What follows belongs to an exercise in optimizing a design on an open flow for small area; a production flow would make more cautious choices. Only simulation tests tie the RTL to the original design; equivalence was not proved. Power is estimated from default activity; no workload was simulated.

--- flow/config.mk ---
export PLATFORM = sky130hd
export DESIGN_NAME = regfile_2r2w
export DESIGN_NICKNAME = regfile_2r2w
export VERILOG_FILES = /design/flow/design.v
export SDC_FILE = /design/flow/constraint.sdc
export NUM_CORES = 4
export LEC_CHECK = 0
export CAP_MARGIN = 20
export CORE_MARGIN = 2
export CORE_UTILIZATION = 25
export PLACE_DENSITY = 0.4
export SETUP_SLACK_MARGIN = 0.5
export SLEW_MARGIN = 20
--- flow/constraint.sdc ---
create_clock -name core_clock -period 6.0 [get_ports {clk}]
set_input_delay 1.2000 -clock core_clock [delete_from_list [all_inputs] [get_ports {clk}]]
set_output_delay 1.2000 -clock core_clock [all_outputs]
set_load 0.01 [all_outputs]
--- flow/design.v ---
module reg_file_mp #(
  parameter int DATA_WIDTH = 32,
  parameter int ADDR_WIDTH = 5,
  parameter int NUM_RD     = 2,
  parameter int NUM_WR     = 2,
  parameter int BYPASS     = 1,
  parameter int RD_LATENCY = 0,
  parameter int ZERO_REG   = 1
) (
  input  logic                         clk,
  input  logic                         rst,
  input  logic [NUM_WR-1:0]            wr_en,
  input  logic [NUM_WR*ADDR_WIDTH-1:0] wr_addr,
  input  logic [NUM_WR*DATA_WIDTH-1:0] wr_data,
  input  logic [NUM_RD*ADDR_WIDTH-1:0] rd_addr,
  output logic [NUM_RD*DATA_WIDTH-1:0] rd_data,
  output logic [NUM_RD-1:0]            rd_busy,
  input  logic                         sb_set_en,
  input  logic [ADDR_WIDTH-1:0]        sb_set_addr,
  input  logic                         sb_flush
);
  localparam int DEPTH = 1 << ADDR_WIDTH;
  localparam int AW    = ADDR_WIDTH;
  localparam int DW    = DATA_WIDTH;
  if (NUM_RD < 1 || NUM_RD > 4) begin : g_bad_num_rd
    $error("reg_file_mp: NUM_RD must be 1..4");
  end
  if (NUM_WR < 1 || NUM_WR > 2) begin : g_bad_num_wr
    $error("reg_file_mp: NUM_WR must be 1..2");
  end
  if (BYPASS < 0 || BYPASS > 1 || RD_LATENCY < 0 || RD_LATENCY > 1 ||
      ZERO_REG < 0 || ZERO_REG > 1) begin : g_bad_flags
    $error("reg_file_mp: BYPASS, RD_LATENCY and ZERO_REG must be 0 or 1");
  end
  if (DATA_WIDTH < 1 || ADDR_WIDTH < 1) begin : g_bad_widths
    $error("reg_file_mp: DATA_WIDTH and ADDR_WIDTH must be positive");
  end
  logic [DW-1:0]        regs [DEPTH];
  logic [DEPTH-1:0]     busy;
  logic [DEPTH-1:0]     busy_nxt;
  logic [NUM_RD*DW-1:0] sel_data_p0;
  logic [NUM_RD-1:0]    sel_busy_p0;
  function automatic logic is_zero(input logic [AW-1:0] a);
    is_zero = (ZERO_REG != 0) && (a == '0);
  endfunction
  always_ff @(posedge clk or posedge rst) begin
    if (rst) begin
      for (int k = 0; k < DEPTH; k++) regs[k] <= '0;
    end else begin
      for (int j = 0; j < NUM_WR; j++) begin
        if (wr_en[j] && !is_zero(wr_addr[j*AW +: AW]))
          regs[wr_addr[j*AW +: AW]] <= wr_data[j*DW +: DW];
      end
    end
  end
  always_comb begin
    busy_nxt = busy;
    for (int j = 0; j < NUM_WR; j++) begin
      if (wr_en[j]) busy_nxt[wr_addr[j*AW +: AW]] = 1'b0;
    end
    if (sb_flush) busy_nxt = '0;
    if (sb_set_en && !is_zero(sb_set_addr)) busy_nxt[sb_set_addr] = 1'b1;
  end
  always_ff @(posedge clk or posedge rst) begin
    if (rst) busy <= '0;
    else     busy <= busy_nxt;
  end
  always_comb begin
    sel_data_p0 = '0;
    sel_busy_p0 = '0;
    for (int i = 0; i < NUM_RD; i++) begin
      sel_data_p0[i*DW +: DW] = regs[rd_addr[i*AW +: AW]];
      sel_busy_p0[i]          = busy[rd_addr[i*AW +: AW]];
      if (BYPASS != 0) begin
        for (int j = 0; j < NUM_WR; j++) begin
          if (wr_en[j] && (wr_addr[j*AW +: AW] == rd_addr[i*AW +: AW])) begin
            sel_data_p0[i*DW +: DW] = wr_data[j*DW +: DW];
            sel_busy_p0[i]          = 1'b0;
          end
        end
      end
      if (is_zero(rd_addr[i*AW +: AW])) begin
        sel_data_p0[i*DW +: DW] = '0;
        sel_busy_p0[i]          = 1'b0;
      end
    end
  end
  if (RD_LATENCY == 0) begin : g_comb_rd
    assign rd_data = sel_data_p0;
    assign rd_busy = sel_busy_p0;
  end else begin : g_reg_rd
    logic [NUM_RD*DW-1:0] rd_data_p1;
    logic [NUM_RD-1:0]    rd_busy_p1;
    always_ff @(posedge clk or posedge rst) begin
      if (rst) begin
        rd_data_p1 <= '0;
        rd_busy_p1 <= '0;
      end else begin
        rd_data_p1 <= sel_data_p0;
        rd_busy_p1 <= sel_busy_p0;
      end
    end
    assign rd_data = rd_data_p1;
    assign rd_busy = rd_busy_p1;
  end
endmodule
module regfile_2r2w (
  input  logic          clk,
  input  logic          rst,
  input  logic [1:0]    wr_en,
  input  logic [9:0]    wr_addr,
  input  logic [63:0]   wr_data,
  input  logic [9:0]    rd_addr,
  output logic [63:0]   rd_data,
  output logic [1:0]    rd_busy,
  input  logic          sb_set_en,
  input  logic [4:0]    sb_set_addr,
  input  logic          sb_flush
);
  reg_file_mp #(
    .DATA_WIDTH(32), .ADDR_WIDTH(5), .NUM_RD(2), .NUM_WR(2),
    .BYPASS(1), .RD_LATENCY(0), .ZERO_REG(1)
  ) u_rf (
    .clk(clk), .rst(rst), .wr_en(wr_en), .wr_addr(wr_addr), .wr_data(wr_data),
    .rd_addr(rd_addr), .rd_data(rd_data), .rd_busy(rd_busy),
    .sb_set_en(sb_set_en), .sb_set_addr(sb_set_addr), .sb_flush(sb_flush)
  );
endmodule
--- flow/run.sh ---
#!/bin/bash
# synth_recipe.tcl (not shown) runs the flow's synth.tcl, then flattens the netlist and writes it again
# the make line also repeats each setting of config.mk as NAME=value (left out here)
make -C /OpenROAD-flow-scripts/flow DESIGN_CONFIG=/design/flow/config.mk WORK_HOME=/design/flow/orfs CLKGATE_MAP_FILE= SYNTH_SCRIPT=/design/flow/synth_recipe.tcl finish
==> results.json <==
{
  "final_core_utilization": 0.3189,
  "place_congestion": 1.034,
  "nNetsFinal": 7744,
  "route.antenna.remaining_nets": 0,
  "tritoncts_clock_tree": "built",
  "dp_cells": 10810,
  "largest_net_degree_at_the_start_of_global_routing": 120,
  "min_path_type": "flop to flop",
  "vias": 72390,
  "worst_pin_slew_ns": 1.165,
  "globalRouteMet2Util": 0.5641,
  "setup.worst_path.class": "primary input to primary output",
  "cts_htree_levels": 4,
  "worst_path_largest_cell_delay_ns": 0.59,
  "drt-initial-drc-count": 12990,
  "route.detailed.wl_per_inst_um": 48.47,
  "register_area_sq_um": 25620,
  "floorplan.core_area_sq_um": 258800,
  "yosys.area_share.adder": 0.003085,
  "total_die_area_sq_um": 263600,
  "netlist-cell-type-count": 82,
  "status": "complete, no violations",
  "xor_xnor_fraction_of_synth_area": 0.004185,
  "synth-seq-area-share": 0.3949,
  "dpl-instance-area_sq_um": 76120,
  "max-vdd-ir-drop_uv": 333.0,
  "critPathTopFamily": "buffers and inverters",
  "std_cell_rows": 187,
  "finish.cell_count_without_fillers": 11180,
  "detail_route.wirelength_um": 541700,
  "vias_per_cell": 6.477,
  "grt_setup_unrepaired": "yes",
  "cp_cell_sequence": "buf_8, buf_4, nor2_1, buf_4, buf_4, and4_1, a21oi_1, nand4_1, nor3_1, a21oi_1, buf_4, clkdlybuf4s50_1",
  "yosysTopAreaCellShare": 0.3949,
  "clock-skew-final_ns": 0,
  "synth.net_count": 7425,
  "hold_buffers": 0,
  "synthTopCellsByArea": "sky130_fd_sc_hd__dfrtp_1, sky130_fd_sc_hd__mux2i_1, sky130_fd_sc_hd__a22oi_1",
  "critPathArrivalTime_ns": 4.45,
  "multi_input_area_sq_um": 37240,
  "final_max_slew_viol_count": 0,
  "critical_path_s_slowest_cell": "sky130_fd_sc_hd__nor2_1",
  "maxSlewHeadroom": 0.2232,
  "busiest_layer": "met2",
  "grt_pass1_wl_um": 694400,
  "synth_area_sq_um": 64880,
  "first_global_vias": 66050,
  "endpoint_kind": "primary output",
  "area_delta_synth_final_pct": 27.18,
  "layout.filler_cells": 26870,
  "globalRouteTotalUtil": 0.3975,
  "layout_cell_share_with_drive_strength_beyond_1": 0.1807,
  "yosys_register_bits": 1024,
  "critical-path-top-cell-by-count": "sky130_fd_sc_hd__buf_4",
  "share_of_synthesized_flip_flops_with_an_asynchronous_set_or_reset": 1.000,
  "fin_crit_ns": 5.654,
  "largest_family_of_logic_cells_by_synthesized_area": "compound AO/OA/AOI/OAI gates",
  "power_leakage_nw": 35.42,
  "worst_setup_hold_path_clk_slew_ns": 0.05,
  "io_buffer_count": 160,
  "warnings_from_yosys": 2,
  "timing.final.crit_share": 0.9423,
  "die_w_um": 513.4,
  "synthDominantAreaCellType": "sky130_fd_sc_hd__dfrtp_1",
  "grt.met1_usage": 0.5172,
  "numClockSinks": 1024,
  "globalRouteMet3Util": 0.1168,
  "max_clock_freq_mhz": 176.9,
  "worstPathBufferInverterCount": 6,
  "cap_violations": 0,
  "worst_skew_pair.late_latency_ns": 0.83,
  "critical_path.startpoint_type": "primary input",
  "drtPass1Iterations": 7,
  "numCtsBuffers": 140,
  "synth-edff-count": 0,
  "hold_viol_final": 0,
  "powerDensity_nw_per_um2": 315.0,
  "post-dp-hpwl_um": 358900,
  "synthCells": 7314,
  "io_pins": 161,
  "drcViolationCount": 0,
  "start_util": 0.2507,
  "p_total_mw": 25.99,
  "timing.critical_path.fanout_max": 16,
  "finalSetupViolCount": 0,
  "synth.avg_cell_area_sq_um": 8.871,
  "antenna_found_initial": 60,
  "cts_root_buffer": "sky130_fd_sc_hd__clkbuf_16",
  "clk_path_buf_depth": 3,
  "die_outline_height_um": 513.4,
  "post_synth_and_or_nand_nor_area_fraction": 0.1421,
  "crit_required_ns": 4.80,
  "synth_compound_gate_area_share": 0.2149,
  "yosys-mux-area-fraction": 0.1832,
  "design_area_sq_um": 82520,
  "synth_ff_type": "sky130_fd_sc_hd__dfrtp_1",
  "grt_remaining_overflow": 0
}
[per-layer routing]
metal,vias to the layer above,wire [um],share of wire
li1,27590,-,-
met1,36720,215200,0.40
met2,6152,220100,0.41
met3,1886,60660,0.11
met4,44,45560,0.084
met5,-,311,0.00057
[metrics by stage]
stage	setup TNS (ns)	setup slack (ns)	hold slack [ns]
finish	0	0.3464	0.5629
global route	0	0.4063	0.5798
CTS	0	0.4016	0.5654
detailed placement	-4.940	-0.5788	0.5563
global placement	-6.830	-0.8682	0.5475
floorplan	-9537.47	-9.314	0.5090
[cells in the mapped netlist, drive strengths merged (29+ instances only)]
library cell and count:
a2111oi 45, a211oi 32, a21oi 682, a221oi 45, a22o 98, a22oi 528, a31oi 34, a32oi 29
and3 110, buf 322, clkbuf 516, dfrtp 1024, inv 45, mux2 37, mux2i 1094, nand2 573
nand3 113, nand4 124, nor2 808, nor3 53, nor4 45, o21ai 499, o22ai 29, o32ai 46
[cell families (layout without fill, tap and decap cells)]
group / after synthesis / after routing
adder cells (fa/ha/maj): 16 / 16
buffers and inverters: 883 / 1309
multiplexers: 1154 / 1154
flip-flops: 1024 / 1024
AND/OR/NAND/NOR: 2017 / 2017
other: 0 / 35
XOR/XNOR: 31 / 31
AO/OA/AOI/OAI: 2189 / 2189
[state kept, by name, indices dropped and copies added (netlist names)]
register	flops
u_rf.busy	32
u_rf.regs	992
[cell type report]
class | count | area share
Antenna cell | 35 | 0.001061
Sequential cell | 1024 | 0.3105
Timing Repair Buffer | 1015 | 0.1277
Tap cell | 3402 | 0.05158
Inverter | 45 | 0.002092
Clock inverter | 46 | 0.006474
Clock buffer | 203 | 0.04935
Multi-Input combinational cell | 5407 | 0.4512
[where the power goes]
group	switching, mW	leakage (nW)	internal (mW)
logic	3.34	20.7	2.52
clock network	3.81	2.24	5.00
registers	2.59	12.5	8.73
[tightest hold or removal path, stage by stage, from the launching register on]
cell                      delay, ns
sky130_fd_sc_hd__dfrtp_1       0.38
sky130_fd_sc_hd__inv_1         0.06
sky130_fd_sc_hd__o32ai_1       0.07
[placed cells by master (no fill, tap or decap), types with 88 or more instances in the layout]
cell type                         synthesis  final
sky130_fd_sc_hd__a21oi_1                682    681
sky130_fd_sc_hd__a22o_1                  98     98
sky130_fd_sc_hd__a22oi_1                528    527
sky130_fd_sc_hd__and3_1                 110    110
sky130_fd_sc_hd__buf_12                   0    177
sky130_fd_sc_hd__buf_4                   27    640
sky130_fd_sc_hd__clkbuf_16                0    143
sky130_fd_sc_hd__clkdlybuf4s50_1          0    125
sky130_fd_sc_hd__dfrtp_1               1024   1024
sky130_fd_sc_hd__mux2i_1               1094   1094
sky130_fd_sc_hd__nand2_1                573    559
sky130_fd_sc_hd__nand4_1                124    124
sky130_fd_sc_hd__nor2_1                 795    716
sky130_fd_sc_hd__nor2_4                   2     88
sky130_fd_sc_hd__o21ai_0                499    496
[path summary, 6_finish.rpt]
path	cells after the start	from	slack, ns	to
worst max-delay path	12	rd_addr[0]	0.35	rd_data[19]
worst min-delay path	2	u_rf.busy[29]$_DFF_PP0_	0.56	u_rf.busy[29]$_DFF_PP0_
worst max register to register	2	u_rf.regs[11][18]$_DFF_PP0_	5.06	u_rf.regs[11][18]$_DFF_PP0_
worst min register to register	2	u_rf.busy[29]$_DFF_PP0_	0.56	u_rf.busy[29]$_DFF_PP0_
max in group asynchronous	3	rst	3.60	u_rf.regs[25][22]$_DFF_PP0_
min in group asynchronous	2	rst	0.89	u_rf.regs[12][9]$_DFF_PP0_
[repair_timing]
item | CTS | global route
endpoints found under the setup margin | 65 | 32
pin swaps | 42 | 20
gates cloned | 2 | 1
resized for setup | 155 | 57
buffers inserted | 69 | 11

## static timing again, ports no longer ideal
The results above use ideal ports. As a check the final layout listed here was re-extracted and re-timed, cells and wires unchanged.
Step 1: set_driving_cell puts a clkbuf_16 on clk and a buf_2 on each other input, an assumption about the parent block.
Step 2, shift: input delay + t, output delay - t, t = (earliest + latest rising clock arrival at the registers) / 2. This alone moves slack from input paths to output paths.
Three values: ideal ports, drivers, drivers and shift; two values: the first two.
t (ns): 0.941
setup slack, ns: 0.346 / 0.305 / 0.305
worst setup path after step 2: input to output
latest minus earliest clock arrival (ns): 0.045 / 0.046
slew at the worst register clock pin (ns): 0.07 / 0.07
After both steps setup and hold are still met in this run. For this run, drivers alone change the setup slack by -0.041 ns; drivers and shift together by -0.041 ns.
